Background: an optimization exercise with open tools, aiming at small area, a short achievable clock period and few clock cycles. Do not read the settings as production practice. The RTL was checked by simulation tests, not by an equivalence proof against the original design. Power figures rest on the tool's default switching activity, not on a simulated workload.

==> design/flow/run.sh <==
#!/bin/bash
# synth_recipe.tcl (not shown) runs the flow's synth.tcl, then flattens the netlist and writes it again
# the make line also repeats each setting of config.mk as NAME=value (left out here)
make -C /OpenROAD-flow-scripts/flow DESIGN_CONFIG=/design/flow/config.mk WORK_HOME=/design/flow/orfs CLKGATE_MAP_FILE= SYNTH_SCRIPT=/design/flow/synth_recipe.tcl finish
==> design/flow/config.mk <==
export PLATFORM = sky130hd
export DESIGN_NAME = one_shot_periodic_timer_bank_top
export DESIGN_NICKNAME = one_shot_periodic_timer_bank_top
export VERILOG_FILES = /design/flow/design.v
export SDC_FILE = /design/flow/constraint.sdc
export NUM_CORES = 4
export LEC_CHECK = 0
export CAP_MARGIN = 20
export CORE_MARGIN = 2
export CORE_UTILIZATION = 40
export SLEW_MARGIN = 20
==> design/flow/constraint.sdc <==
create_clock -name core_clock -period 10.0 [get_ports {clk}]
set_input_delay 2.0000 -clock core_clock [delete_from_list [all_inputs] [get_ports {clk}]]
set_output_delay 2.0000 -clock core_clock [all_outputs]
set_load 0.01 [all_outputs]
==> design/flow/design.v <==
`default_nettype none
package tmrbank_pkg;
  localparam int OP_W   = 3;
  localparam int SLOT_W = 4;
  localparam int INT_W  = 31;
  localparam int EV_W   = 2;
  localparam int STS_W  = 2;
  localparam logic [OP_W-1:0] OP_TICK       = 3'd0;
  localparam logic [OP_W-1:0] OP_START_ONE  = 3'd1;
  localparam logic [OP_W-1:0] OP_START_PER  = 3'd2;
  localparam logic [OP_W-1:0] OP_RESTART    = 3'd3;
  localparam logic [OP_W-1:0] OP_CANCEL     = 3'd4;
  localparam logic [OP_W-1:0] OP_CANCEL_ALL = 3'd5;
  localparam logic [EV_W-1:0] EV_EXPIRED = 2'd0;
  localparam logic [EV_W-1:0] EV_CREATED = 2'd1;
  localparam logic [EV_W-1:0] EV_ACK     = 2'd2;
  localparam logic [STS_W-1:0] STS_OK       = 2'd0;
  localparam logic [STS_W-1:0] STS_FULL     = 2'd1;
  localparam logic [STS_W-1:0] STS_INACTIVE = 2'd2;
  localparam int MAX_RES = 16;
  localparam int CNT_W   = 5;
  localparam int QDEPTH = 2;
  localparam int QCNT_W = 2;
  typedef struct packed {
    logic [OP_W-1:0]   op;
    logic [SLOT_W-1:0] slot;
    logic              slot_ok;
    logic [INT_W-1:0]  interval;
  } cmd_t;
endpackage
`default_nettype wire
`default_nettype none
import tmrbank_pkg::*;
module tmrbank_front #(
  parameter int SLOT_COUNT = 16
) (
  input  wire logic                         clk,
  input  wire logic                         rst_n,
  input  wire logic                         in_valid,
  output logic                              in_ready,
  input  wire logic [tmrbank_pkg::OP_W-1:0]   in_operation,
  input  wire logic [tmrbank_pkg::SLOT_W-1:0] in_slot,
  input  wire logic [tmrbank_pkg::INT_W-1:0]  in_interval_ms,
  output logic                              q_valid,
  output tmrbank_pkg::cmd_t                 q_cmd,
  input  wire logic                         q_pop
);
  localparam logic [8:0] SC = SLOT_COUNT;
  tmrbank_pkg::cmd_t q_mem0_r;
  tmrbank_pkg::cmd_t q_mem1_r;
  logic              wptr_r, wptr_nxt;
  logic              rptr_r, rptr_nxt;
  logic [QCNT_W-1:0] cnt_r, cnt_nxt;
  logic              known_op;
  logic              push;
  tmrbank_pkg::cmd_t push_cmd;
  always_comb begin
    known_op = (in_operation == OP_TICK) || (in_operation == OP_START_ONE) ||
               (in_operation == OP_START_PER) || (in_operation == OP_RESTART) ||
               (in_operation == OP_CANCEL) || (in_operation == OP_CANCEL_ALL);
    push_cmd.op       = in_operation;
    push_cmd.slot     = in_slot;
    push_cmd.slot_ok  = ({5'd0, in_slot} < SC);
    push_cmd.interval = in_interval_ms;
  end
  assign in_ready = (cnt_r != QCNT_W'(QDEPTH));
  assign push     = in_valid && in_ready && known_op;
  assign q_valid  = (cnt_r != '0);
  assign q_cmd    = rptr_r ? q_mem1_r : q_mem0_r;
  always_comb begin
    wptr_nxt = push ? ~wptr_r : wptr_r;
    rptr_nxt = q_pop ? ~rptr_r : rptr_r;
    cnt_nxt  = cnt_r;
    if (push && !q_pop) begin
      cnt_nxt = cnt_r + QCNT_W'(1);
    end else if (!push && q_pop) begin
      cnt_nxt = cnt_r - QCNT_W'(1);
    end
  end
  always_ff @(posedge clk) begin
    if (push && !wptr_r) begin
      q_mem0_r <= push_cmd;
    end
    if (push && wptr_r) begin
      q_mem1_r <= push_cmd;
    end
  end
  always_ff @(posedge clk) begin
    if (!rst_n) begin
      wptr_r <= 1'b0;
      rptr_r <= 1'b0;
      cnt_r  <= '0;
    end else begin
      wptr_r <= wptr_nxt;
      rptr_r <= rptr_nxt;
      cnt_r  <= cnt_nxt;
    end
  end
endmodule
`default_nettype wire
`default_nettype none
import tmrbank_pkg::*;
module tmrbank_back #(
  parameter int SLOT_COUNT = 16,
  parameter int TIME_BITS  = 32
) (
  input  wire logic                         clk,
  input  wire logic                         rst_n,
  input  wire logic                         q_valid,
  input  wire tmrbank_pkg::cmd_t            q_cmd,
  output logic                              q_pop,
  input  wire logic                         out_ready,
  output logic                              out_valid,
  output logic [tmrbank_pkg::EV_W-1:0]      out_event_res,
  output logic [tmrbank_pkg::SLOT_W-1:0]    out_slot_id,
  output logic [tmrbank_pkg::STS_W-1:0]     out_status,
  output logic                              out_was_periodic,
  output logic                              out_last
);
  localparam int SW = (SLOT_COUNT > 1) ? $clog2(SLOT_COUNT) : 1;
  localparam int CW = (TIME_BITS > INT_W) ? TIME_BITS : INT_W;
  localparam logic [SW-1:0] LAST_SLOT = SW'(SLOT_COUNT - 1);
  localparam logic [1:0] ST_IDLE  = 2'd0;
  localparam logic [1:0] ST_SCAN  = 2'd1;
  localparam logic [1:0] ST_ALLOC = 2'd2;
  localparam logic [1:0] ST_FLUSH = 2'd3;
  logic [1:0]            state_r, state_nxt;
  logic [SW-1:0]         idx_r, idx_nxt;
  logic [CNT_W-1:0]      cnt_r, cnt_nxt;
  logic [TIME_BITS-1:0]  now_r, now_nxt;
  logic [SLOT_COUNT-1:0] act_r, act_nxt;
  logic [SLOT_COUNT-1:0] per_r, per_nxt;
  logic                  pend_v_r, pend_v_nxt;
  logic [SLOT_W-1:0]     pend_id_r, pend_id_nxt;
  logic                  pend_per_r, pend_per_nxt;
  logic                  alloc_per_r, alloc_per_nxt;
  logic [INT_W-1:0]      alloc_int_r, alloc_int_nxt;
  logic                  out_valid_r, out_valid_nxt;
  logic [EV_W-1:0]       out_ev_r, out_ev_nxt;
  logic [SLOT_W-1:0]     out_id_r, out_id_nxt;
  logic [STS_W-1:0]      out_sts_r, out_sts_nxt;
  logic                  out_per_r, out_per_nxt;
  logic                  out_last_r, out_last_nxt;
  logic [INT_W-1:0]      int_mem [SLOT_COUNT];
  logic [TIME_BITS-1:0]  start_mem [SLOT_COUNT];
  logic [INT_W-1:0]      rd_int_r;
  logic [TIME_BITS-1:0]  rd_start_r;
  logic                  rd_en;
  logic [SW-1:0]         rd_addr;
  logic                  st_we;
  logic                  it_we;
  logic [SW-1:0]         wa;
  logic                  out_free;
  logic [SW-1:0]         cmd_idx;
  logic                  cmd_hit;
  logic [TIME_BITS-1:0]  elapsed;
  logic                  hit;
  logic                  scan_done;
  function automatic logic [SLOT_W-1:0] id_of(input logic [SW-1:0] i);
    logic [SW+SLOT_W-1:0] e;
    e = {{SLOT_W{1'b0}}, i};
    id_of = e[SLOT_W-1:0];
  endfunction
  function automatic logic [SW-1:0] idx_of(input logic [SLOT_W-1:0] s);
    logic [SW+SLOT_W-1:0] e;
    e = {{SW{1'b0}}, s};
    idx_of = e[SW-1:0];
  endfunction
  always_comb begin
    out_free  = !out_valid_r || out_ready;
    cmd_idx   = idx_of(q_cmd.slot);
    cmd_hit   = q_cmd.slot_ok && act_r[cmd_idx];
    elapsed   = now_r - rd_start_r;
    hit       = act_r[idx_r] && (CW'(elapsed) >= CW'(rd_int_r));
    scan_done = (idx_r == LAST_SLOT) || (hit && (cnt_r == CNT_W'(MAX_RES - 1)));
  end
  always_comb begin
    state_nxt     = state_r;
    idx_nxt       = idx_r;
    cnt_nxt       = cnt_r;
    now_nxt       = now_r;
    act_nxt       = act_r;
    per_nxt       = per_r;
    pend_v_nxt    = pend_v_r;
    pend_id_nxt   = pend_id_r;
    pend_per_nxt  = pend_per_r;
    alloc_per_nxt = alloc_per_r;
    alloc_int_nxt = alloc_int_r;
    out_valid_nxt = out_valid_r && !out_ready;
    out_ev_nxt    = out_ev_r;
    out_id_nxt    = out_id_r;
    out_sts_nxt   = out_sts_r;
    out_per_nxt   = out_per_r;
    out_last_nxt  = out_last_r;
    q_pop         = 1'b0;
    rd_en         = 1'b0;
    rd_addr       = idx_r;
    st_we         = 1'b0;
    it_we         = 1'b0;
    wa            = idx_r;
    unique case (state_r)
      ST_IDLE: begin
        if (q_valid) begin
          unique case (q_cmd.op)
            OP_TICK: begin
              q_pop     = 1'b1;
              now_nxt   = now_r + TIME_BITS'(1);
              idx_nxt   = '0;
              cnt_nxt   = '0;
              rd_en     = 1'b1;
              rd_addr   = '0;
              state_nxt = ST_SCAN;
            end
            OP_START_ONE, OP_START_PER: begin
              q_pop         = 1'b1;
              alloc_per_nxt = (q_cmd.op == OP_START_PER);
              alloc_int_nxt = q_cmd.interval;
              idx_nxt       = '0;
              state_nxt     = ST_ALLOC;
            end
            OP_RESTART, OP_CANCEL: begin
              if (out_free) begin
                q_pop         = 1'b1;
                out_valid_nxt = 1'b1;
                out_ev_nxt    = EV_ACK;
                out_id_nxt    = q_cmd.slot;
                out_sts_nxt   = cmd_hit ? STS_OK : STS_INACTIVE;
                out_per_nxt   = 1'b0;
                out_last_nxt  = 1'b1;
                if (cmd_hit) begin
                  if (q_cmd.op == OP_RESTART) begin
                    st_we = 1'b1;
                    wa    = cmd_idx;
                  end else begin
                    act_nxt[cmd_idx] = 1'b0;
                  end
                end
              end
            end
            OP_CANCEL_ALL: begin
              if (out_free) begin
                q_pop         = 1'b1;
                act_nxt       = '0;
                out_valid_nxt = 1'b1;
                out_ev_nxt    = EV_ACK;
                out_id_nxt    = '0;
                out_sts_nxt   = STS_OK;
                out_per_nxt   = 1'b0;
                out_last_nxt  = 1'b1;
              end
            end
            default: begin
              q_pop = 1'b1;
            end
          endcase
        end
      end
      ST_SCAN: begin
        if (!(hit && pend_v_r && !out_free)) begin
          if (hit) begin
            if (pend_v_r) begin
              out_valid_nxt = 1'b1;
              out_ev_nxt    = EV_EXPIRED;
              out_id_nxt    = pend_id_r;
              out_sts_nxt   = STS_OK;
              out_per_nxt   = pend_per_r;
              out_last_nxt  = 1'b0;
            end
            pend_v_nxt   = 1'b1;
            pend_id_nxt  = id_of(idx_r);
            pend_per_nxt = per_r[idx_r];
            cnt_nxt      = cnt_r + CNT_W'(1);
            if (per_r[idx_r]) begin
              st_we = 1'b1;
              wa    = idx_r;
            end else begin
              act_nxt[idx_r] = 1'b0;
            end
          end
          if (scan_done) begin
            state_nxt = ST_FLUSH;
          end else begin
            idx_nxt = idx_r + SW'(1);
            rd_en   = 1'b1;
            rd_addr = idx_r + SW'(1);
          end
        end
      end
      ST_ALLOC: begin
        if (!act_r[idx_r]) begin
          if (out_free) begin
            act_nxt[idx_r] = 1'b1;
            per_nxt[idx_r] = alloc_per_r;
            st_we          = 1'b1;
            it_we          = 1'b1;
            wa             = idx_r;
            out_valid_nxt  = 1'b1;
            out_ev_nxt     = EV_CREATED;
            out_id_nxt     = id_of(idx_r);
            out_sts_nxt    = STS_OK;
            out_per_nxt    = 1'b0;
            out_last_nxt   = 1'b1;
            state_nxt      = ST_IDLE;
          end
        end else if (idx_r == LAST_SLOT) begin
          if (out_free) begin
            out_valid_nxt = 1'b1;
            out_ev_nxt    = EV_CREATED;
            out_id_nxt    = '0;
            out_sts_nxt   = STS_FULL;
            out_per_nxt   = 1'b0;
            out_last_nxt  = 1'b1;
            state_nxt     = ST_IDLE;
          end
        end else begin
          idx_nxt = idx_r + SW'(1);
        end
      end
      ST_FLUSH: begin
        if (!pend_v_r) begin
          state_nxt = ST_IDLE;
        end else if (out_free) begin
          out_valid_nxt = 1'b1;
          out_ev_nxt    = EV_EXPIRED;
          out_id_nxt    = pend_id_r;
          out_sts_nxt   = STS_OK;
          out_per_nxt   = pend_per_r;
          out_last_nxt  = 1'b1;
          pend_v_nxt    = 1'b0;
          state_nxt     = ST_IDLE;
        end
      end
      default: begin
        state_nxt = ST_IDLE;
      end
    endcase
  end
  always_ff @(posedge clk) begin
    if (it_we) begin
      int_mem[wa] <= alloc_int_r;
    end
    if (st_we) begin
      start_mem[wa] <= now_r;
    end
    if (rd_en) begin
      rd_int_r   <= int_mem[rd_addr];
      rd_start_r <= start_mem[rd_addr];
    end
  end
  always_ff @(posedge clk) begin
    pend_id_r   <= pend_id_nxt;
    pend_per_r  <= pend_per_nxt;
    alloc_per_r <= alloc_per_nxt;
    alloc_int_r <= alloc_int_nxt;
    out_ev_r    <= out_ev_nxt;
    out_id_r    <= out_id_nxt;
    out_sts_r   <= out_sts_nxt;
    out_per_r   <= out_per_nxt;
    out_last_r  <= out_last_nxt;
    idx_r       <= idx_nxt;
    cnt_r       <= cnt_nxt;
  end
  always_ff @(posedge clk) begin
    if (!rst_n) begin
      state_r     <= ST_IDLE;
      now_r       <= '0;
      act_r       <= '0;
      per_r       <= '0;
      pend_v_r    <= 1'b0;
      out_valid_r <= 1'b0;
    end else begin
      state_r     <= state_nxt;
      now_r       <= now_nxt;
      act_r       <= act_nxt;
      per_r       <= per_nxt;
      pend_v_r    <= pend_v_nxt;
      out_valid_r <= out_valid_nxt;
    end
  end
  assign out_valid        = out_valid_r;
  assign out_event_res    = out_ev_r;
  assign out_slot_id      = out_id_r;
  assign out_status       = out_sts_r;
  assign out_was_periodic = out_per_r;
  assign out_last         = out_last_r;
endmodule
`default_nettype wire
`default_nettype none
import tmrbank_pkg::*;
module one_shot_periodic_timer_bank_top #(
  parameter int SLOT_COUNT = 16,
  parameter int TIME_BITS  = 16
) (
  input  wire logic                           clk,
  input  wire logic                           rst_n,
  input  wire logic                           in_valid,
  output logic                                in_ready,
  input  wire logic [tmrbank_pkg::OP_W-1:0]   in_operation,
  input  wire logic [tmrbank_pkg::SLOT_W-1:0] in_slot,
  input  wire logic [tmrbank_pkg::INT_W-1:0]  in_interval_ms,
  output logic                                out_valid,
  input  wire logic                           out_ready,
  output logic [tmrbank_pkg::EV_W-1:0]        out_event_res,
  output logic [tmrbank_pkg::SLOT_W-1:0]      out_slot_id,
  output logic [tmrbank_pkg::STS_W-1:0]       out_status,
  output logic                                out_was_periodic,
  output logic                                out_last
);
  logic q_valid;
  logic q_pop;
  tmrbank_pkg::cmd_t q_cmd;
  tmrbank_front #(
    .SLOT_COUNT(SLOT_COUNT)
  ) u_front (
    .clk           (clk),
    .rst_n         (rst_n),
    .in_valid      (in_valid),
    .in_ready      (in_ready),
    .in_operation  (in_operation),
    .in_slot       (in_slot),
    .in_interval_ms(in_interval_ms),
    .q_valid       (q_valid),
    .q_cmd         (q_cmd),
    .q_pop         (q_pop)
  );
  tmrbank_back #(
    .SLOT_COUNT(SLOT_COUNT),
    .TIME_BITS (TIME_BITS)
  ) u_back (
    .clk             (clk),
    .rst_n           (rst_n),
    .q_valid         (q_valid),
    .q_cmd           (q_cmd),
    .q_pop           (q_pop),
    .out_ready       (out_ready),
    .out_valid       (out_valid),
    .out_event_res   (out_event_res),
    .out_slot_id     (out_slot_id),
    .out_status      (out_status),
    .out_was_periodic(out_was_periodic),
    .out_last        (out_last)
  );
endmodule
`default_nettype wire
==> impl_metrics.ini <==
[grt]
grt_overflow = 0
grt_pass1_vias = 22200
grt_max_degree = 90
grtUsageTotal_pct = 18.4
grt_pass1_wl_mm = 141
grt_antenna_before_repair = 0

[clocking]
cts_sinks = 987
cts_setup_buffers = 0
cts_buffers = 99
hold_buffers = 0
cts_tree = done
clk_pin_slew_worst_paths_ns = 0.06
insertion_delay_ns = 0.69
root_buffer = clkbuf_16
cts_max_path_buffers = 3
cts_resized = 0
cts_max_level = 3

[layout]
fillCellCount = 8538
fin_cells = 3978
syn2layout_area_growth_pct = 13.6
mostFrequentLayoutCell = edfxtp_1
final_cell_mix = edfxtp_1, mux2i_1, o22ai_1
fin_nets = 2687
final_layout_size_suffix_gt1_share_pct = 11.5
num_antenna_cells = 0
multi_input_area_um2 = 10400
seqCellArea_um2 = 29100

[die]
die_h_um = 321
start_util_pct = 40.3
io_pins = 54
die_x_um = 321
design.core.area_um2 = 99900
rows = 116
dieArea_um2 = 103000

[setup_path]
cp.arrival_ns = 8.03
crit_type = reg2reg
cp-end-kind = register
worstPathRequired_ns = 10.41
rr_startpoint = u_back.now_r[0]
critical_path_peak_fanout = 42
r2r_cells = 24
r2r-end = u_back.rd_start_r[6]
r2r_slack_ns = 2.37
crit_path_start_kind = register

[synth]
syn_nets = 2599
syn_inst = 2507
synth_edf_count = 931
synth.distinct_cells = 69
ys_warn_count = 2
synthFlopType = edfxtp_1
async_flop_share_pct = 0
synth.avg_cell_area_um2 = 16.1
netlist_area_um2 = 40200
ys_ff_latch = 987
synth-seq-area-share_pct = 72.3

[drt]
drtAntennaViolNets = 0
wl_per_cell_um = 24.2
first_pass_iters = 6
top_layer_used = met4
met1_length_mm = 41.4
vias = 22200
drt_iter0_drc = 1911
route.detailed.drc = 0
via_per_inst = 5.57
wl_met3_mm = 5.02
dr_wl_met2_mm = 47.7
drt_wl_total_mm = 96.3

[sta]
fin_setup_tns_ns = 0
maxSlewHeadroom_pct = 31.2
post-route-min-period_ns = 7.63
clock_skew_ns = 0.0387
finalHoldViolations = 0
period_share_pct = 76.3
finalMaxSlewViolations = 0
setup_viol = 0
rsz0062_at_grt = no
max_freq_mhz = 131
tightestPinTransition_ns = 1.03

[status]
status = timing/DRC/antenna clean

[min_path]
hold-path-endpoint = u_back.per_r[8]
holdCritPathClass = reg2reg
hp-start = u_back.per_r[8]
whs_path_depth = 2

[placed_design]
gp_congestion = 0.836
io_buffers = 53
dp_hpwl_mm = 52.0
place_inst = 3792

[run]
drv_cap = 0

[power_and_ir_drop]
swShare_pct = 31.9
p_int_mw = 8.53
finalPower_mw = 12.5
seq_power_share_pct = 41.4
ir_drop_uv = 252
leakage_nw = 15.3
p_per_area_nw_per_um2 = 274
pwr-share-comb_pct = 28.7
clkPwrFrac_pct = 29.9
switching_power_mw = 3.99
[cells by family after synthesis]
| kind of cell | share of synthesized area (%) |
|---|---|
| mux | 11.4 |
| buf+inv | 2.34 |
| fa+ha+maj | 1.57 |
| xor+xnor | 0.718 |
| compound gates | 6.30 |
| simple gates | 5.44 |
| flops | 72.3 |
[power by group through the flow]
stage,clock network [mW],logic (mW),registers (mW)
2_1_floorplan,0,2.65,5.18
3_3_place_gp,0,3.52,5.24
3_5_place_dp,0,3.61,5.26
4_1_cts,3.82,3.61,5.18
5_1_grt,3.98,3.85,5.20
6_report,3.74,3.59,5.18
[cell usage after synthesis (all sizes together) (29+ instances only)]
library cell,number,share of area (%)
edfxtp,931,69
mux2i,389,9.7
o22ai,201,3.1
nor2,104,0.97
nand2,98,0.91
buf,92,1.5
inv,58,0.54
dfxtp,56,2.8
o21ai,56,0.70
ha,49,1.5
a21oi,48,0.60
or4,48,0.90
nand3,46,0.60
clkbuf,32,0.30
mux2,32,0.90
and2,30,0.47
xnor2,30,0.65
nor2b,29,0.45
[worst max-delay path by stage]
| stage | start | to | slack [ns] | cells after the start |
|---|---|---|---|---|
| 2_1_floorplan | u_back.now_r[0] | u_back.rd_int_r[27] | 4.23 | 25 |
| 3_3_place_gp | u_back.now_r[0] | u_back.rd_start_r[6] | 2.59 | 24 |
| 3_5_place_dp | u_back.now_r[0] | u_back.rd_start_r[6] | 2.40 | 24 |
| 4_1_cts | u_back.now_r[0] | u_back.rd_start_r[6] | 2.41 | 24 |
| 5_1_grt | u_back.now_r[0] | u_back.rd_start_r[6] | 1.81 | 24 |
| 6_report | u_back.now_r[0] | u_back.rd_start_r[6] | 2.37 | 24 |
[per-stage QoR]
step	hold WS (ns)	util, %	instance area [µm²]	worst slack, ns
after floorplan	0.421	-	40200	4.23
after global placement	0.485	42.4	42300	2.59
after detailed placement	0.483	42.4	42400	2.40
after CTS	0.501	45.8	45700	2.41
after global routing	0.553	45.8	45700	1.81
final	0.508	45.8	45700	2.37
[critical path, cell delays in order, from the launching register on]
cell and delay, ns:
dfxtp_1 0.67, inv_1 0.18, ha_1 0.26, fa_1 0.46
nor2b_1 0.11, o21ai_0 0.10, a21boi_0 0.24, o21ai_0 0.14
a21boi_0 0.26, o21ai_0 0.14, a21oi_1 0.22, nor2_1 0.09
xnor2_1 0.16, ha_1 0.32, nand2_1 0.06, nor2_1 0.14
a31oi_1 0.27, a2111oi_4 0.51, o221ai_2 0.25, a211o_1 0.36
a31oi_4 0.67, buf_4 0.71, mux2i_1 0.29, o22ai_1 0.11
or4_1 0.56
[layer usage]
metal / up-vias / track usage, %
li1: 10000 / -
met1: 11300 / 24.9
met2: 695 / 31.2
met3: 161 / 2.17
met4: 0 / 5.74
met5: - / 0
[final cells by class]
| type | instances | area share, % |
|---|---|---|
| flip-flops and latches | 987 | 63.6 |
| multi-input cells | 1337 | 22.8 |
| clock buffers | 121 | 5.73 |
| well taps | 1298 | 3.55 |
| repair buffers | 111 | 2.21 |
| clock inverters | 65 | 1.60 |
| inverters | 59 | 0.484 |
[registers in the layout, summed over array words and instances, names as in the netlist, 2 cells and up, named ones only]
| signal | flops |
|---|---|
| u_back.alloc_int_r | 31 |
| u_back.cnt_r | 5 |
| u_back.idx_r | 4 |
| u_back.int_mem | 496 |
| u_back.now_r | 16 |
| u_back.out_ev_r | 2 |
| u_back.out_id_r | 4 |
| u_back.out_sts_r | 2 |
| u_back.pend_id_r | 4 |
| u_back.per_r | 16 |
| u_back.rd_int_r | 31 |
| u_back.rd_start_r | 16 |
| u_back.start_mem | 256 |
| u_back.state_r | 2 |
| u_front.cnt_r | 2 |
| u_front.q_mem0_r | 38 |
| u_front.q_mem1_r | 38 |
Testbench counts, summed over its fixed seeds: cycles 344,733.

## afterwards: timing with drivers on the ports
The results above use ideal ports. As a check the final layout listed here was re-extracted and re-timed, cells and wires unchanged. Step 1 sets driving cells, clkbuf_16 on the clock port and buf_2 on the other inputs (assumed; they add their load-dependent delay and slew). Step 2 times the ports against the registers' clock, not the clock port: input delays grow and output delays shrink by t, the midpoint of the rising clock arrivals with the driver on. Slacks: no drivers / after step 1 / after step 2; pairs: no drivers / after step 1.
shift t [ns]: 0.738
setup WS [ns]: 2.372 / 2.372 / 2.372
hold WS [ns]: 0.508 / 0.508 / 0.508
After both steps this run still meets setup and hold. For this run, drivers alone change the setup slack by 0.000 ns; drivers and shift together by 0.000 ns.
